Source: an optimization exercise on an open RTL-to-GDS flow (aim: small area, a short achievable clock period and few clock cycles). Production flows keep margins and buffers that such runs may drop.
At most, simulation tests tie the RTL to the original design; equivalence was not proved.
Power figures rest on the tool's default switching activity, not on a simulated workload.

== v6 ==
==> flow/design.v <==
package ctw_pkg;
	localparam int TIMER_COUNT = 16;
	localparam int TIME_BITS   = 32;
	localparam int EXP_BITS    = 16;   
	localparam int ID_W        = $clog2(TIMER_COUNT);
	typedef enum logic [1:0] {
		OP_SCHED = 2'd0,
		OP_STOP  = 2'd1,
		OP_TICK  = 2'd2,
		OP_NONE  = 2'd3
	} op_t;
	typedef enum logic [1:0] {
		KIND_SCHED      = 2'd0,
		KIND_STOP       = 2'd1,
		KIND_FIRED      = 2'd2,
		KIND_IDLE_TICK  = 2'd3
	} kind_t;
endpackage
module ctw_mem (
	input  logic                                              clk,
	input  logic                                              wr_en,
	input  logic [ctw_pkg::ID_W-1:0]                          wr_addr,
	input  logic [ctw_pkg::EXP_BITS-1:0]                      wr_data,
	output logic [ctw_pkg::TIMER_COUNT*ctw_pkg::EXP_BITS-1:0] rd_all
);
	logic [ctw_pkg::EXP_BITS-1:0] mem [0:ctw_pkg::TIMER_COUNT-1];
	for (genvar i = 0; i < ctw_pkg::TIMER_COUNT; i++) begin : g_ent
		always_ff @(posedge clk) begin
			if (wr_en && (wr_addr == ctw_pkg::ID_W'(i))) begin
				mem[i] <= wr_data;
			end
		end
		assign rd_all[i*ctw_pkg::EXP_BITS +: ctw_pkg::EXP_BITS] = mem[i];
	end
endmodule
module callout_timer_wheel (
	input  logic        clk,
	input  logic        arst_n,
	input  logic        s_axis_tvalid,
	output logic        s_axis_tready,
	input  logic [23:0] s_axis_tdata,   
	input  logic [1:0]  s_axis_tuser,   
	output logic        m_axis_tvalid,
	input  logic        m_axis_tready,
	output logic [39:0] m_axis_tdata,   
	output logic [1:0]  m_axis_tuser,   
	output logic        m_axis_tlast
);
	localparam int N = ctw_pkg::TIMER_COUNT;
	localparam int E = ctw_pkg::EXP_BITS;
	logic        c_valid_q;
	logic [1:0]  c_op_q;
	logic [3:0]  c_id_q;
	logic [15:0] c_dly_q;    
	logic        c1_valid_q;
	logic [1:0]  c1_op_q;
	logic [3:0]  c1_id_q;
	logic [15:0] c1_dly_q;
	logic        ready_q;
	logic [1:0]  in_op;
	logic [3:0]  in_id;
	logic [15:0] in_dly;
	logic [31:0]  time_q;
	logic [N-1:0] pending_q;
	logic [N-1:0] fire_q;      
	logic [N-1:0] emit_q;      
	logic         busy_q;      
	logic [15:0]  due_t_q;     
	logic [N-1:0] older_q [N];   
	logic         out_valid_q;
	logic [1:0]   out_kind_q;
	logic [3:0]   out_id_q;
	logic         out_pend_q;
	logic [31:0]  out_time_q;
	logic         out_last_q;
	logic         out_free, exec, accept, is_none, wr_sched;
	logic         do_sched, do_stop, do_tick, emit;
	logic [N-1:0] id_dec;
	logic [N*E-1:0] exp_all;
	logic [31:0]  sum, tinc;
	logic [E-1:0] target;
	logic [N-1:0] due;
	logic [N-1:0] sel, oldest, rest;
	logic         more;
	logic [3:0]   oid;
	logic [N-1:0] older [N];   
	assign is_none  = c_op_q == ctw_pkg::OP_NONE;
	assign out_free = !out_valid_q || m_axis_tready;
	assign exec     = c_valid_q && (is_none || (!busy_q && out_free));
	assign s_axis_tready = ready_q;
	assign accept   = s_axis_tvalid && s_axis_tready;
	assign do_sched = exec && (c_op_q == ctw_pkg::OP_SCHED);
	assign do_stop  = exec && (c_op_q == ctw_pkg::OP_STOP);
	assign do_tick  = exec && (c_op_q == ctw_pkg::OP_TICK);
	assign emit     = busy_q && out_free;
	assign wr_sched = c_valid_q && (c_op_q == ctw_pkg::OP_SCHED) && !busy_q;
	always_comb begin
		id_dec = '0;
		id_dec[c_id_q] = 1'b1;
	end
	assign sum  = time_q + {16'd0, c_dly_q};
	assign tinc = time_q + 32'd1;
	assign target = due_t_q;
	ctw_mem u_mem (
		.clk     (clk),
		.wr_en   (wr_sched),
		.wr_addr (c_id_q),
		.wr_data (sum[E-1:0]),
		.rd_all  (exp_all)
	);
	for (genvar i = 0; i < N; i++) begin : g_due
		assign due[i] = exp_all[i*E +: E] == target;
	end
	for (genvar i = 0; i < N; i++) begin : g_old_i
		for (genvar j = 0; j < N; j++) begin : g_old_j
			if (i < j) begin : g_lo
				always_ff @(posedge clk) begin
					older_q[i][j] <= (older_q[i][j] || (wr_sched && id_dec[j])) && !(wr_sched && id_dec[i]);
				end
				assign older[i][j] = older_q[i][j];
			end else if (i > j) begin : g_hi
				assign older[i][j] = !older_q[j][i];
			end else begin : g_eq
				assign older[i][j] = 1'b0;
			end
		end
	end
	assign sel = busy_q ? emit_q : fire_q;
	for (genvar i = 0; i < N; i++) begin : g_sel
		logic [N-1:0] beat;
		for (genvar j = 0; j < N; j++) begin : g_b
			assign beat[j] = sel[j] && older[j][i];
		end
		assign oldest[i] = sel[i] && !(|beat);
	end
	assign rest = sel & ~oldest;
	always_comb begin
		logic any;
		any  = 1'b0;
		more = 1'b0;
		for (int i = 0; i < N; i++) begin
			more = more | (any & sel[i]);
			any  = any | sel[i];
		end
	end
	always_comb begin
		oid = 4'd0;
		for (int i = 0; i < N; i++) begin
			if (oldest[i]) oid = oid | 4'(i);
		end
	end
	assign in_op  = s_axis_tuser;
	assign in_id  = s_axis_tdata[3:0];
	assign in_dly = {s_axis_tdata[19:5], s_axis_tdata[4] || (s_axis_tdata[19:5] == 15'd0)};
	always_ff @(posedge clk or negedge arst_n) begin
		if (!arst_n) begin
			c_valid_q  <= 1'b0;
			c1_valid_q <= 1'b0;
			ready_q    <= 1'b1;
		end else begin
			if (exec) begin
				c_valid_q  <= c1_valid_q || accept;
				c1_valid_q <= c1_valid_q && accept;
				ready_q    <= 1'b1;
			end else begin
				c_valid_q  <= c_valid_q || accept;
				c1_valid_q <= c1_valid_q || (c_valid_q && accept);
				ready_q    <= !(c1_valid_q || (c_valid_q && accept));
			end
		end
	end
	always_ff @(posedge clk) begin
		if (exec ? c1_valid_q : !c_valid_q) begin
			if (c1_valid_q) begin
				c_op_q  <= c1_op_q;
				c_id_q  <= c1_id_q;
				c_dly_q <= c1_dly_q;
			end else begin
				c_op_q  <= in_op;
				c_id_q  <= in_id;
				c_dly_q <= in_dly;
			end
		end else if (exec && accept) begin
			c_op_q  <= in_op;
			c_id_q  <= in_id;
			c_dly_q <= in_dly;
		end
		if (accept && c_valid_q && !(exec && !c1_valid_q)) begin
			c1_op_q  <= in_op;
			c1_id_q  <= in_id;
			c1_dly_q <= in_dly;
		end
	end
	always_ff @(posedge clk or negedge arst_n) begin
		if (!arst_n) begin
			time_q    <= '0;
			due_t_q   <= 16'd2;
			pending_q <= '0;
			fire_q    <= '0;
			emit_q    <= '0;
			busy_q    <= 1'b0;
		end else begin
			if (do_sched) begin
				pending_q[c_id_q] <= 1'b1;
				fire_q[c_id_q]    <= c_dly_q == 16'd1;
			end
			if (do_stop) begin
				pending_q[c_id_q] <= 1'b0;
				fire_q[c_id_q]    <= 1'b0;
			end
			if (do_tick) begin
				time_q    <= tinc;
				due_t_q   <= due_t_q + 16'd1;
				pending_q <= pending_q & ~fire_q;
				fire_q    <= due & pending_q & ~fire_q;
			end
			if (do_tick || emit) begin
				emit_q <= rest;
				busy_q <= more;
			end
		end
	end
	always_ff @(posedge clk or negedge arst_n) begin
		if (!arst_n) begin
			out_valid_q <= 1'b0;
		end else if (do_sched || do_stop || do_tick || emit) begin
			out_valid_q <= 1'b1;
		end else if (m_axis_tready) begin
			out_valid_q <= 1'b0;
		end
	end
	always_ff @(posedge clk) begin
		if (do_sched || do_stop) begin
			out_kind_q <= do_sched ? ctw_pkg::KIND_SCHED : ctw_pkg::KIND_STOP;
			out_id_q   <= c_id_q;
			out_pend_q <= pending_q[c_id_q];
			out_time_q <= do_sched ? sum : 32'd0;
			out_last_q <= 1'b1;
		end
		if (do_tick || emit) begin
			out_kind_q <= (sel != '0) ? ctw_pkg::KIND_FIRED : ctw_pkg::KIND_IDLE_TICK;
			out_id_q   <= oid;
			out_pend_q <= 1'b0;
			out_last_q <= !more;
		end
		if (do_tick) begin
			out_time_q <= (fire_q != '0) ? tinc : 32'd0;
		end
	end
	assign m_axis_tvalid = out_valid_q;
	assign m_axis_tdata  = {3'b000, out_time_q, out_pend_q, out_id_q};
	assign m_axis_tuser  = out_kind_q;
	assign m_axis_tlast  = out_last_q;
endmodule
Settings: LEC_CHECK=0, ABC_AREA=1, CAP_MARGIN=20, CORE_MARGIN=2, CORE_UTILIZATION=40, CTS_CLUSTER_DIAMETER=100, CTS_CLUSTER_SIZE=24, SETUP_SLACK_MARGIN=2.5, SLEW_MARGIN=20; clock period 5.0 ns.
run.sh (not shown) runs the stock make flow with config.mk's settings and CLKGATE_MAP_FILE= SYNTH_SCRIPT=/design/flow/synth_recipe.tcl, a recipe that flattens the netlist after the stock synthesis.
v6 reached the final stage; the timing, design-rule and antenna checks on its layout passed.
Modified inputs, v7 compared to v6
--- a/flow/design.v
+++ b/flow/design.v
@@ -63,7 +63,6 @@
 	logic [31:0]  time_q;
 	logic [N-1:0] pending_q;
 	logic [N-1:0] fire_q;      
-	logic [N-1:0] emit_q;      
 	logic         busy_q;      
 	logic [15:0]  due_t_q;     
 	logic [N-1:0] older_q [N];   
@@ -80,7 +79,7 @@
 	logic [31:0]  sum, tinc;
 	logic [E-1:0] target;
 	logic [N-1:0] due;
-	logic [N-1:0] sel, oldest, rest;
+	logic [N-1:0] oldest, rest;
 	logic         more;
 	logic [3:0]   oid;
 	logic [N-1:0] older [N];   
@@ -125,22 +124,21 @@
 			end
 		end
 	end
-	assign sel = busy_q ? emit_q : fire_q;
 	for (genvar i = 0; i < N; i++) begin : g_sel
 		logic [N-1:0] beat;
 		for (genvar j = 0; j < N; j++) begin : g_b
-			assign beat[j] = sel[j] && older[j][i];
-		end
-		assign oldest[i] = sel[i] && !(|beat);
-	end
-	assign rest = sel & ~oldest;
+			assign beat[j] = fire_q[j] && older[j][i];
+		end
+		assign oldest[i] = fire_q[i] && !(|beat);
+	end
+	assign rest = fire_q & ~oldest;
 	always_comb begin
 		logic any;
 		any  = 1'b0;
 		more = 1'b0;
 		for (int i = 0; i < N; i++) begin
-			more = more | (any & sel[i]);
-			any  = any | sel[i];
+			more = more | (any & fire_q[i]);
+			any  = any | fire_q[i];
 		end
 	end
 	always_comb begin
@@ -197,7 +195,6 @@
 			due_t_q   <= 16'd2;
 			pending_q <= '0;
 			fire_q    <= '0;
-			emit_q    <= '0;
 			busy_q    <= 1'b0;
 		end else begin
 			if (do_sched) begin
@@ -208,15 +205,26 @@
 				pending_q[c_id_q] <= 1'b0;
 				fire_q[c_id_q]    <= 1'b0;
 			end
+			if ((do_tick || emit) && !more) begin
+				due_t_q <= due_t_q + 16'd1;
+			end
 			if (do_tick) begin
 				time_q    <= tinc;
-				due_t_q   <= due_t_q + 16'd1;
 				pending_q <= pending_q & ~fire_q;
-				fire_q    <= due & pending_q & ~fire_q;
-			end
-			if (do_tick || emit) begin
-				emit_q <= rest;
-				busy_q <= more;
+				if (more) begin
+					busy_q <= 1'b1;
+					fire_q <= rest;
+				end else begin
+					fire_q <= due & pending_q & ~fire_q;
+				end
+			end
+			if (emit) begin
+				if (more) begin
+					fire_q <= rest;
+				end else begin
+					busy_q <= 1'b0;
+					fire_q <= due & pending_q;
+				end
 			end
 		end
 	end
@@ -238,7 +246,7 @@
 			out_last_q <= 1'b1;
 		end
 		if (do_tick || emit) begin
-			out_kind_q <= (sel != '0) ? ctw_pkg::KIND_FIRED : ctw_pkg::KIND_IDLE_TICK;
+			out_kind_q <= (fire_q != '0) ? ctw_pkg::KIND_FIRED : ctw_pkg::KIND_IDLE_TICK;
 			out_id_q   <= oid;
 			out_pend_q <= 1'b0;
 			out_last_q <= !more;
--- outcome ---
[v7 vs v6] total detailed-routing wirelength: higher in v7. Diff v6 -> v7: register share of the cell area went down 0.31 points; total power fell 3.8%; sequential cell area fraction in the yosys report saw a decrease; cell area after layout decreased 1.9%; via count grew by about 5%. Comparing v7 and v6, the higher worst hold slack is on v7. v7 vs v6, last element of the critical path: u_mem.mem[15][7] vs u_mem.mem[13][12]. [diff] first-pass GRT wire length, v7 relative to v6: regression. Register count in v7 is lower than in v6. Worst setup path startpoint: time_q[0] -> v6, c_op_q[1] -> v7.
Testbench counts of v7, summed over its fixed seeds: cycles 3,314.
No functional check of the RTL was part of v6.

static timing again, ports no longer ideal:
The flow's constraints put no driver on any port. The routed layouts listed below were extracted and timed again, unchanged, in two steps.
Step 1 sets driving cells, clkbuf_16 on the clock port and buf_2 on the other inputs (assumed; they add their load-dependent delay and slew).
Step 2 moves the port delays by t, midway between the first and last clock arrival at a register: inputs arrive t later, outputs are due t later. That takes back most of the time a late clock gives input paths.
Three values: ideal, step 1, step 2; two values: the first two.
run | shift t [ns] | setup WS [ns] | worst register clock-pin slew, ns | worst data-port slew with drivers (ns) | pins driven straight from the clock port
v6 | 0.679 | 2.463 / 2.463 / 2.209 | 0.11 / 0.11 | 0.05 | 1
v7 | 0.675 | 2.493 / 2.464 / 1.900 | 0.11 / 0.11 | 0.03 | 1
After both steps setup and hold are still met in every run listed. The setup slack of v7, which loses most, moves by -0.029 ns with the drivers and by -0.593 ns with both steps.
